Source: an optimization exercise on an open RTL-to-GDS flow (aim: small area, a short achievable clock period and few clock cycles per item). Production flows keep margins and buffers that such runs may drop.
In this exercise RTL edits were held to simulation tests only and were not proved equivalent to the original.
No activity file was given, so power comes from the tool's default toggle rates.

// polynomial_share_generator_mod251
module polynomial_share_generator_mod251 (
    input  logic        i_clk,
    input  logic        i_rst_n,
    input  logic        i_cfg_we,
    input  logic [0:0]  i_cfg_idx,
    input  logic [4:0]  i_cfg_data,
    input  logic        i_valid,
    output logic        o_ready,
    input  logic [63:0] i_item,
    output logic        o_valid,
    input  logic        i_ready,
    output logic [13:0] o_item
);
    logic [3:0]  r_threshold;
    logic [4:0]  r_share_count;
    logic [2:0]  deg;
    logic [4:0]  cnt;
    logic        a_full;
    logic        a_done;
    logic [4:0]  a_n;
    logic [63:0] a_tab;
    logic        load;
    logic        r_valid;
    logic        valid_n;
    always_ff @(posedge i_clk) begin
        if (!i_rst_n) begin
            r_threshold   <= 4'd2;
            r_share_count <= 5'd4;
        end else if (i_cfg_we) begin
            if (i_cfg_idx == 1'b0) begin
                r_threshold   <= i_cfg_data[3:0];
            end else begin
                r_share_count <= i_cfg_data;
            end
        end
    end
    always_comb begin
        if (r_threshold == 4'd0)     deg = 3'd0;
        else if (r_threshold > 4'd8) deg = 3'd7;
        else                         deg = 3'(r_threshold - 4'd1);
        if (r_share_count == 5'd0)       cnt = 5'd1;
        else if (r_share_count > 5'd16)  cnt = 5'd16;
        else                             cnt = r_share_count;
    end
    psg_seq u_seq (
        .i_clk    (i_clk),
        .i_rst_n  (i_rst_n),
        .i_valid  (i_valid),
        .i_item   (i_item),
        .i_deg    (deg),
        .i_n      (cnt),
        .i_take   (load),
        .i_bvalid_n (valid_n),
        .o_full   (a_full),
        .o_ready  (o_ready),
        .o_done   (a_done),
        .o_n      (a_n),
        .o_tab    (a_tab)
    );
    logic        r_last;
    logic [4:0]  r_x;
    logic [4:0]  r_n;
  ...
Size in the first run: roughly 2,100 cells after synthesis.
clock: 11.0 ns
lec_check: 0
cap_margin: 20
core_margin: 2
core_utilization: 40
slew_margin: 20
standard.sh (not shown) runs the stock make flow with config.mk's settings and CLKGATE_MAP_FILE= SYNTH_SCRIPT=/design/flow/synth_recipe.tcl, a recipe that flattens the netlist after the stock synthesis.
==> flow/flow/run.sh <==
#!/bin/bash
# Standard layout, with timing repair asked to leave 7.4 ns of setup slack at the design's
# clock period (the standard flow stops repairing once the design meets the period).
set -euo pipefail
bash standard.sh SETUP_SLACK_MARGIN=7.4 finish > flow_standard.log 2>&1
Testbench counts at the start, summed over its fixed seeds: cycles 13,393, shares 13,040.
Edit:
==> flow/flow/run.sh (replaced) <==
#!/bin/bash
# Standard layout, with timing repair asked to leave 7.7 ns of setup slack at the design's
# clock period (the standard flow stops repairing once the design meets the period).
set -euo pipefail
bash standard.sh SETUP_SLACK_MARGIN=7.7 finish > flow_standard.log 2>&1
=> The new run produced a clean layout; clock skew went down by 0.0033 ns; total power went up by 13%; sequential share of layout area went down by 1.4 points; non-clock buffer count went up by 78; sequential power stays flat; fmax went up by 0.41%; via count went up by 3.3%; setup slack improved by 0.015 ns; combinational power went up by 17%; cell area went up by 6.0%; wire length went up by 7.5%.
Edit:
==> flow/flow/run.sh (replaced) <==
#!/bin/bash
# Standard layout, with timing repair asked to leave 7.0 ns of setup slack at the design's
# clock period (the standard flow stops repairing once the design meets the period).
set -euo pipefail
bash standard.sh SETUP_SLACK_MARGIN=7.0 finish > flow_standard.log 2>&1
=> Die area is unchanged; synthesized area is unchanged; via count falls by 5.4%; synthesized cell count stays the same; routed wire length fell by 8.0%; design area came out lower by 9.0%.

The RTL this note starts from:
==> flow/design.v <==
package psg_pkg;
    localparam int NUM_COEF_FIELDS = 8;
    localparam int COEF_W          = 8;
    localparam int THRESH_W        = 4;
    localparam int SHARE_CNT_W     = 5;
    localparam int VALUE_W         = 8;
    localparam int DEF_MAX_COEFS   = 8;
    localparam int DEF_MAX_SHARES  = 16;
endpackage
module psg_mulj #(
    parameter int J = 1
) (
    input  logic [7:0]  i_a,
    input  logic [7:0]  i_b,
    output logic [11:0] o_v
);
    assign o_v = 12'(J) * 12'(i_a) + 12'(J) * 12'(i_b);
endmodule
module psg_fold (
    input  logic [11:0] i_v,
    output logic [7:0]  o_s
);
    logic [8:0] f;
    logic [9:0] t;
    always_comb begin
        f   = 9'(i_v[7:0]) + 9'(i_v[11:8]) + {3'b0, i_v[11:8], 2'b0};
        t   = 10'(f) + 10'd5;
        o_s = (t[9:8] != 2'b00) ? t[7:0] : f[7:0];
    end
endmodule
module psg_add2 (
    input  logic [7:0] i_a,
    input  logic [7:0] i_b,
    output logic [7:0] o_s
);
    logic [8:0] s;
    logic [8:0] t;
    always_comb begin
        s   = 9'(i_a) + 9'(i_b);
        t   = 9'(i_a) + 9'(i_b) + 9'd5;
        o_s = t[8] ? t[7:0] : s[7:0];
    end
endmodule
module psg_add3 (
    input  logic [8:0] i_a,
    input  logic [8:0] i_b,
    input  logic [8:0] i_c,
    output logic [7:0] o_s
);
    logic [9:0] s0;
    logic [9:0] s1;
    logic [9:0] s2;
    always_comb begin
        s0 = 10'(i_a) + 10'(i_b) + 10'(i_c);
        s1 = 10'(i_a) + 10'(i_b) + 10'(i_c) + 10'd5;      
        s2 = 10'(i_a) + 10'(i_b) + 10'(i_c) + 10'd10;     
        if (s2[9])                 o_s = s2[7:0];
        else if (s1[9:8] != 2'b00) o_s = s1[7:0];
        else                       o_s = s0[7:0];
    end
endmodule
module psg_red2 (
    input  logic [8:0] i_a,
    output logic [7:0] o_s
);
    logic [9:0] s1;
    logic [9:0] s2;
    always_comb begin
        s1 = 10'(i_a) + 10'd5;       
        s2 = 10'(i_a) + 10'd10;      
        if (s2[9])                 o_s = s2[7:0];
        else if (s1[9:8] != 2'b00) o_s = s1[7:0];
        else                       o_s = i_a[7:0];
    end
endmodule
module psg_seq (
    input  logic        i_clk,
    input  logic        i_rst_n,
    input  logic        i_valid,
    input  logic [63:0] i_item,
    input  logic [2:0]  i_deg,       
    input  logic [4:0]  i_n,
    input  logic        i_take,      
    input  logic        i_bvalid_n,  
    output logic        o_full,
    output logic        o_ready,     
    output logic        o_done,
    output logic [4:0]  o_n,
    output logic [63:0] o_tab        
);
    logic        r_full;
    logic        r_ready;
    logic        r_done;
    logic        r_ph;               
    logic [2:0]  r_steps;
    logic [7:2]  r_live;             
    logic [4:0]  r_n;
    logic [7:0]  r_d0;
    logic [7:1][7:0]  r_d;
    logic [7:2][11:0] r_v;
    logic [7:2][11:0] n_v;
    logic [7:1][7:0]  n_d;
    logic [7:2][7:0]  m_d;           
    logic [7:2]       we;            
    logic [7:0]       coef;          
    logic [8:0]       s1;
    assign o_full  = r_full;
    assign o_ready = r_ready;
    assign o_done  = r_done;
    assign o_n     = r_n;
    assign o_tab   = {m_d, r_d[1], r_d0};
    always_comb begin
        for (int j = 2; j < 8; j++) m_d[j] = r_live[j] ? r_d[j] : 8'd0;
        we[2] = 1'b1;
        for (int j = 3; j < 8; j++) we[j] = r_live[j-1];
        coef = 8'd0;
        for (int j = 2; j < 8; j++) if (we[j] && !r_live[j]) coef = r_d[j];
    end
    assign s1 = 9'(r_d[1]) + 9'(r_d0);
    psg_red2 u_red1 (.i_a(s1), .o_s(n_d[1]));
    psg_mulj #(.J(2)) u_mul2 (.i_a(m_d[2]), .i_b(r_d[1]), .o_v(n_v[2]));
    generate
        for (genvar j = 3; j < 7; j++) begin : g_mul
            psg_mulj #(.J(j)) u_mul (.i_a(m_d[j]), .i_b(r_d[j-1]), .o_v(n_v[j]));
        end
        for (genvar j = 2; j < 8; j++) begin : g_fold
            psg_fold u_fold (.i_v(r_v[j]), .o_s(n_d[j]));
        end
    endgenerate
    psg_mulj #(.J(7)) u_mul7 (.i_a(8'd0), .i_b(r_d[6]), .o_v(n_v[7]));
    logic full_n;
    logic done_n;
    always_comb begin
        full_n = r_full;
        done_n = r_done;
        if (r_ready) begin
            full_n = i_valid;
            done_n = i_valid && (i_deg <= 3'd1);
        end else if (i_take) begin
            full_n = 1'b0;
            done_n = 1'b0;
        end else if (r_steps != 3'd0 && r_ph) begin
            done_n = (r_steps == 3'd1);
        end
    end
    always_ff @(posedge i_clk) begin
        if (!i_rst_n) begin
            r_full  <= 1'b0;
            r_ready <= 1'b1;
            r_done  <= 1'b0;
        end else begin
            r_full  <= full_n;
            r_done  <= done_n;
            r_ready <= !full_n || (done_n && !i_bvalid_n);
        end
    end
    always_ff @(posedge i_clk) begin
        if (r_ready) begin
            r_v     <= '0;
            r_v[2]  <= {3'b0, i_item[63:56], 1'b0};
        end else begin
            r_v     <= n_v;
        end
        if (r_ready) begin
            r_ph    <= 1'b1;
            r_live  <= '0;
            r_steps <= (i_deg == 3'd0) ? 3'd0 : i_deg - 3'd1;
            r_n     <= i_n;
            r_d0    <= (i_deg == 3'd0) ? i_item[63:56] : i_item[55:48];
            r_d[1]  <= (i_deg == 3'd0) ? 8'd0 : i_item[63:56];
            for (int j = 2; j < 8; j++) r_d[j] <= i_item[(7-j)*8 +: 8];
        end else if (r_steps != 3'd0) begin
            r_ph <= !r_ph;
            if (r_ph) begin
                r_steps <= r_steps - 3'd1;
                r_live  <= {r_live[6:2], 1'b1};
                r_d0    <= coef;
                r_d[1]  <= n_d[1];
                for (int j = 2; j < 8; j++) if (we[j]) r_d[j] <= n_d[j];
            end
        end
    end
endmodule
module polynomial_share_generator_mod251 (
    input  logic        i_clk,
    input  logic        i_rst_n,
    input  logic        i_cfg_we,
    input  logic [0:0]  i_cfg_idx,
    input  logic [4:0]  i_cfg_data,
    input  logic        i_valid,
    output logic        o_ready,
    input  logic [63:0] i_item,
    output logic        o_valid,
    input  logic        i_ready,
    output logic [13:0] o_item
);
    logic [3:0]  r_threshold;
    logic [4:0]  r_share_count;
    logic [2:0]  deg;
    logic [4:0]  cnt;
    logic        a_full;
    logic        a_done;
    logic [4:0]  a_n;
    logic [63:0] a_tab;
    logic        load;
    logic        r_valid;
    logic        valid_n;
    always_ff @(posedge i_clk) begin
        if (!i_rst_n) begin
            r_threshold   <= 4'd2;
            r_share_count <= 5'd4;
        end else if (i_cfg_we) begin
            if (i_cfg_idx == 1'b0) begin
                r_threshold   <= i_cfg_data[3:0];
            end else begin
                r_share_count <= i_cfg_data;
            end
        end
    end
    always_comb begin
        if (r_threshold == 4'd0)     deg = 3'd0;
        else if (r_threshold > 4'd8) deg = 3'd7;
        else                         deg = 3'(r_threshold - 4'd1);
        if (r_share_count == 5'd0)       cnt = 5'd1;
        else if (r_share_count > 5'd16)  cnt = 5'd16;
        else                             cnt = r_share_count;
    end
    psg_seq u_seq (
        .i_clk    (i_clk),
        .i_rst_n  (i_rst_n),
        .i_valid  (i_valid),
        .i_item   (i_item),
        .i_deg    (deg),
        .i_n      (cnt),
        .i_take   (load),
        .i_bvalid_n (valid_n),
        .o_full   (a_full),
        .o_ready  (o_ready),
        .o_done   (a_done),
        .o_n      (a_n),
        .o_tab    (a_tab)
    );
    logic        r_last;
    logic [4:0]  r_x;
    logic [4:0]  r_n;
    logic [7:0]  r_out;
    logic [7:1][7:0] r_r;
        logic [6:1][7:0] st_r;
    logic [7:0]  ld_out;
    logic [7:0]  st_out;
    logic        step;
    logic        sel_load;
    logic        en;
    assign valid_n = load || (r_valid && !(i_ready && r_last));
    assign sel_load = a_done && (!r_valid || r_last);
    assign load = sel_load && (!r_valid || i_ready);
    assign step = r_valid && i_ready && !r_last;
    assign en   = load || step;
    generate
        for (genvar j = 1; j < 7; j++) begin : g_add
            psg_add2 u_add (.i_a(r_r[j]), .i_b(r_r[j+1]), .o_s(st_r[j]));
        end
    endgenerate
    psg_add3 u_out_ld (.i_a({1'b0, a_tab[7:0]}), .i_b({1'b0, a_tab[15:8]}), .i_c(9'd0), .o_s(ld_out));
    psg_add3 u_out_st (.i_a({1'b0, r_out}), .i_b({1'b0, r_r[1]}), .i_c({1'b0, r_r[2]}), .o_s(st_out));
    always_ff @(posedge i_clk) begin
        if (!i_rst_n) begin
            r_valid <= 1'b0;
        end else begin
            r_valid <= valid_n;
        end
    end
    always_ff @(posedge i_clk) begin
        if (en) begin
            r_x    <= sel_load ? 5'd1 : r_x + 5'd1;
            r_n    <= sel_load ? a_n : r_n;
            r_last <= sel_load ? (a_n == 5'd1) : (r_x + 5'd1 == r_n);
            r_out  <= sel_load ? ld_out : st_out;
            r_r    <= sel_load ? a_tab[63:8] : {r_r[7], st_r};
        end
    end
    assign o_valid = r_valid;
    assign o_item  = {r_x, r_out, r_last};
endmodule
clock: 11.0 ns
lec_check: 0
cap_margin: 20
core_margin: 2
core_utilization: 40
slew_margin: 20
==> flow/flow/run.sh <==
#!/bin/bash
# Standard layout, with timing repair asked to leave 7.2 ns of setup slack at the design's
# clock period (the standard flow stops repairing once the design meets the period).
set -euo pipefail
bash standard.sh SETUP_SLACK_MARGIN=7.2 finish > flow_standard.log 2>&1
The first run ran to the end with no violations.
Testbench counts at the start, summed over its fixed seeds: cycles 13,393, shares 13,040.
==> next run, changes <==
==> flow/flow/run.sh (replaced) <==
#!/bin/bash
# Standard layout, with timing repair asked to leave 7.5 ns of setup slack at the design's
# clock period (the standard flow stops repairing once the design meets the period).
set -euo pipefail
bash standard.sh SETUP_SLACK_MARGIN=7.5 finish > flow_standard.log 2>&1
Outcome: Sequential share of layout area drops by 1.1 points; total power goes up by 9.4%; maximum frequency goes up by 3.2%; worst setup slack gets better by 120 ps; hold slack improves by 27 ps; cell area grows by about 4.6%; global-route usage increases by 0.25 points.

-- what the ideal ports hide --
The flow's constraints put no driver on any port. The routed layouts listed below were extracted and timed again, unchanged, in two steps.
Step 1: set_driving_cell puts a clkbuf_16 on i_clk and a buf_2 on each other input, an assumption about the parent block.
Step 2 times the ports against the registers' clock, not the clock port: input delays grow and output delays shrink by t, the midpoint of the rising clock arrivals with the driver on.
Three values: ideal ports, drivers, drivers and shift; two values: the first two.
run	shift t [ns]	slack for setup (ns)	worst hold slack (ns)
the first run of note 1	0.619	7.269 / 7.269 / 6.911	0.471 / 0.471 / 0.471
the second run of note 1	0.624	7.284 / 7.284 / 7.154	0.483 / 0.483 / 0.483
the third run of note 1	0.617	7.040 / 6.986 / 6.862	0.455 / 0.455 / 0.455
the first run of note 2	0.612	7.258 / 7.201 / 6.879	0.454 / 0.454 / 0.454
the second run of note 2	0.629	7.374 / 7.360 / 7.101	0.481 / 0.481 / 0.481
After both steps every run listed still meets setup and hold. For the first run of note 2, which loses most, drivers alone change the setup slack by -0.057 ns; drivers and shift together by -0.379 ns.
